From an optimization exercise on the open Yosys and OpenROAD flow, aimed at small area and few clock cycles per item; shortcuts taken in it are not production practice. Function was checked by simulation only, so behaviour that the tests miss may differ from the original. Power and IR drop assume default switching activity.

==> module bit_serial_accumulator, before the edit <==
module bit_serial_accumulator #(
    parameter int BANKS = 4
) (
    input  logic                                  clk,
    input  logic [BANKS*dot_data_pkg::LANE_W-1:0] sums_i,     
    input  logic [BANKS*15-1:0]                   carries_i,  
    input  logic [3:0]                            shift_lo_i,  
    input  logic [3:0]                            shift_hi_i,  
    input  logic                                  first_i,    
    output logic [BANKS*dot_data_pkg::LANE_W-1:0] dot_o
);
    localparam int GB = dot_data_pkg::GUARD_BITS;
    localparam int LW = dot_data_pkg::LANE_W;
    localparam int AW = dot_data_pkg::ACC_W;
    localparam int NB = 9;                              
    localparam int BW = AW / NB;                        
    for (genvar i = 0; i < BANKS; i++)
    begin : g_bank
        dot_data_pkg::lane_t sum;
        dot_data_pkg::acc_t  half;
        dot_data_pkg::acc_t  half_sh [4];
        dot_data_pkg::acc_t  part;
        dot_data_pkg::acc_t  part_sh [4];
        dot_data_pkg::acc_t  shifted;
        dot_data_pkg::acc_t  base;
        dot_data_pkg::acc_t  acc;                       
        dot_data_pkg::acc_t  acc_nxt;
        logic [NB-1:1]       pend;                      
        logic [NB-1:1]       pend_nxt;
        dot_data_pkg::acc_t  pend_vec;
        logic [15:0] pr_in;
        logic [14:0] pr_gen;                            
        logic [14:0] pr_all;                            
        for (genvar j = 0; j < 15; j++)
        begin : g_pr_gp
            assign pr_gen[j] = carries_i[15*i+j];
            assign pr_all[j] = &sums_i[i*LW+2*j +: 2];
        end
        prefix_carry #(.W(15)) i_prefix_carry (
            .g_i (pr_gen),
            .p_i (pr_all),
            .c_o (pr_in[15:1])
        );
        assign pr_in[0] = 1'b0;
        for (genvar j = 0; j < 16; j++)
        begin : g_pr
            assign sum[2*j +: 2] = sums_i[i*LW+2*j +: 2] + 2'(pr_in[j]);
        end
        assign half    = $signed({sum, GB'(0)}) >>> 1;
        for (genvar k = 0; k < 4; k++)
        begin : g_sh
            assign half_sh[k] = half >>> k;
            assign part_sh[k] = part >>> (4 * k);
        end
        assign part    = ({AW{shift_lo_i[0]}} & half_sh[0]) | ({AW{shift_lo_i[1]}} & half_sh[1]) |
                         ({AW{shift_lo_i[2]}} & half_sh[2]) | ({AW{shift_lo_i[3]}} & half_sh[3]);
        assign shifted = ({AW{shift_hi_i[0]}} & part_sh[0]) | ({AW{shift_hi_i[1]}} & part_sh[1]) |
                         ({AW{shift_hi_i[2]}} & part_sh[2]) | ({AW{shift_hi_i[3]}} & part_sh[3]);
        assign base    = first_i ? dot_data_pkg::ROUND_BIAS : acc;
        for (genvar j = 0; j < NB; j++)
        begin : g_blk
            logic cin;
            if (j == 0)
            begin : g_first
                assign cin = 1'b0;
            end
            else
            begin : g_rest
                assign cin = pend[j] && !first_i;
            end
            logic cout;
            prefix_adder #(.W(BW)) i_prefix_adder (
                .a_i (base[j*BW +: BW]),
                .b_i (shifted[j*BW +: BW]),
                .c_i (cin),
                .s_o (acc_nxt[j*BW +: BW]),
                .c_o (cout)
            );
            if (j < NB - 1)
            begin : g_carry
                assign pend_nxt[j+1] = cout;
            end
        end
        always_ff @(posedge clk)
        begin
            acc  <= acc_nxt;
            pend <= pend_nxt;
        end
        for (genvar j = 1; j < NB; j++)
        begin : g_pend
            assign pend_vec[j*BW +: BW] = BW'(pend[j]);
        end
        assign pend_vec[BW-1:0] = '0;
        assign dot_o[i*LW +: LW] = 32'((acc + pend_vec) >> GB);   
    end
endmodule
==> flow/config.mk <==
export PLATFORM = sky130hd
export DESIGN_NAME = dot_product_top
export DESIGN_NICKNAME = dot_product_top
export VERILOG_FILES = /design/flow/design.v
export SDC_FILE = /design/flow/constraint.sdc
export NUM_CORES = 4
export LEC_CHECK = 0
export CAP_MARGIN = 20
export CORE_MARGIN = 2
export CORE_UTILIZATION = 40
export GPL_TIMING_DRIVEN = 0
export SETUP_SLACK_MARGIN = 0.15
export SLEW_MARGIN = 20
==> flow/constraint.sdc <==
create_clock -name core_clock -period 5.0 [get_ports {clk}]
set_input_delay 1.0000 -clock core_clock [delete_from_list [all_inputs] [get_ports {clk}]]
set_output_delay 1.0000 -clock core_clock [all_outputs]
set_load 0.01 [all_outputs]
standard.sh (not shown) runs the stock make flow with config.mk's settings and CLKGATE_MAP_FILE= SYNTH_SCRIPT=/design/flow/synth_recipe.tcl, a recipe that flattens the netlist after the stock synthesis.
==> flow/flow/run.sh <==
#!/bin/bash
# The standard layout (standard.sh), with two changes to how it is made:
#  - synthesis is the standard flow's script with -noabc added to Yosys's synth command, so
#    the quick abc pass inside synth does not run before extract_fa; the full
#    adders are then found without inverters between them. Registers, their
#    names and cells are the standard synthesis's; abc still maps the rest.
#  - ports are buffered with the plain buf_1 cell (the resizer may size it up)
#    instead of the delay-buffer cell buffer_ports picks by itself;
#  - clock tree synthesis adds no dummy loads and clusters up to 22 sinks per
#    leaf buffer (same buffer cells as the standard flow).
# Each step's full log is in orfs/logs/; make's own output goes to flow_make.log.
set -euo pipefail
work=$(pwd)
sed 's/yosys synth -nofsm -noshare /yosys synth -nofsm -noshare -noabc /' synth_recipe.tcl > flow_synth.tcl
grep -q -- '-noabc' flow_synth.tcl
sed "s|SYNTH_SCRIPT=[^ ]*synth_recipe.tcl|SYNTH_SCRIPT=$work/flow_synth.tcl|" standard.sh > flow_standard.sh
grep -q 'flow_synth.tcl' flow_standard.sh
export BUFFER_PORTS_ARGS="-buffer_cell sky130_fd_sc_hd__buf_1"
export CTS_ARGS="-sink_clustering_enable -repair_clock_nets -dont_use_dummy_load -sink_clustering_size 22 -sink_clustering_max_diameter 100"
bash flow_standard.sh > flow_make.log 2>&1
Testbench counts at the start, summed over its fixed seeds: cycles 17,588, planes 17,153.
Next try:
--- a/flow/design.v
+++ b/flow/design.v
@@ -277,9 +277,9 @@
 );
     localparam int GB = dot_data_pkg::GUARD_BITS;
     localparam int LW = dot_data_pkg::LANE_W;
     localparam int AW = dot_data_pkg::ACC_W;
-    localparam int NB = 9;                              
+    localparam int NB = 6;                              
     localparam int BW = AW / NB;                        
     for (genvar i = 0; i < BANKS; i++)
     begin : g_bank
         dot_data_pkg::lane_t sum;
Setup slack got worse by 0.088 ns. Sequential share of layout area came out lower by 0.28 points. Clock skew came out higher by 0.010 ns. Total power came out higher by a few percent. Count of clock-buffer cells in the layout came out higher by 1. Critical path depth came out higher by 8. Hold slack is about the same.
Testbench counts after the change, summed over its fixed seeds: cycles 17,588, planes 17,153.

[afterwards: timing with drivers on the ports]
In the flow no input, the clock included, has a driving cell. The finished layouts below were timed again as built, in two steps. Step 1: set_driving_cell puts a clkbuf_16 on clk and a buf_2 on each other input, an assumption about the parent block. Step 2 also shifts input and output timing later by t, the mid clock arrival at the registers, as if the neighbouring blocks saw the same clock. a / b / c = no drivers / after step 1 / after step 2; a / b = the first two.
run	t, ns	setup slack, ns	cell pins on the clock port's net
the first run	0.637	0.208 / 0.253 / -0.384	1
the second run	0.669	0.121 / 0.121 / -0.431	1
With both steps, setup timing fails in the first run and the second run, where it was met with ideal ports. The setup slack of the first run, which loses most, moves by +0.045 ns with the drivers and by -0.592 ns with both steps.
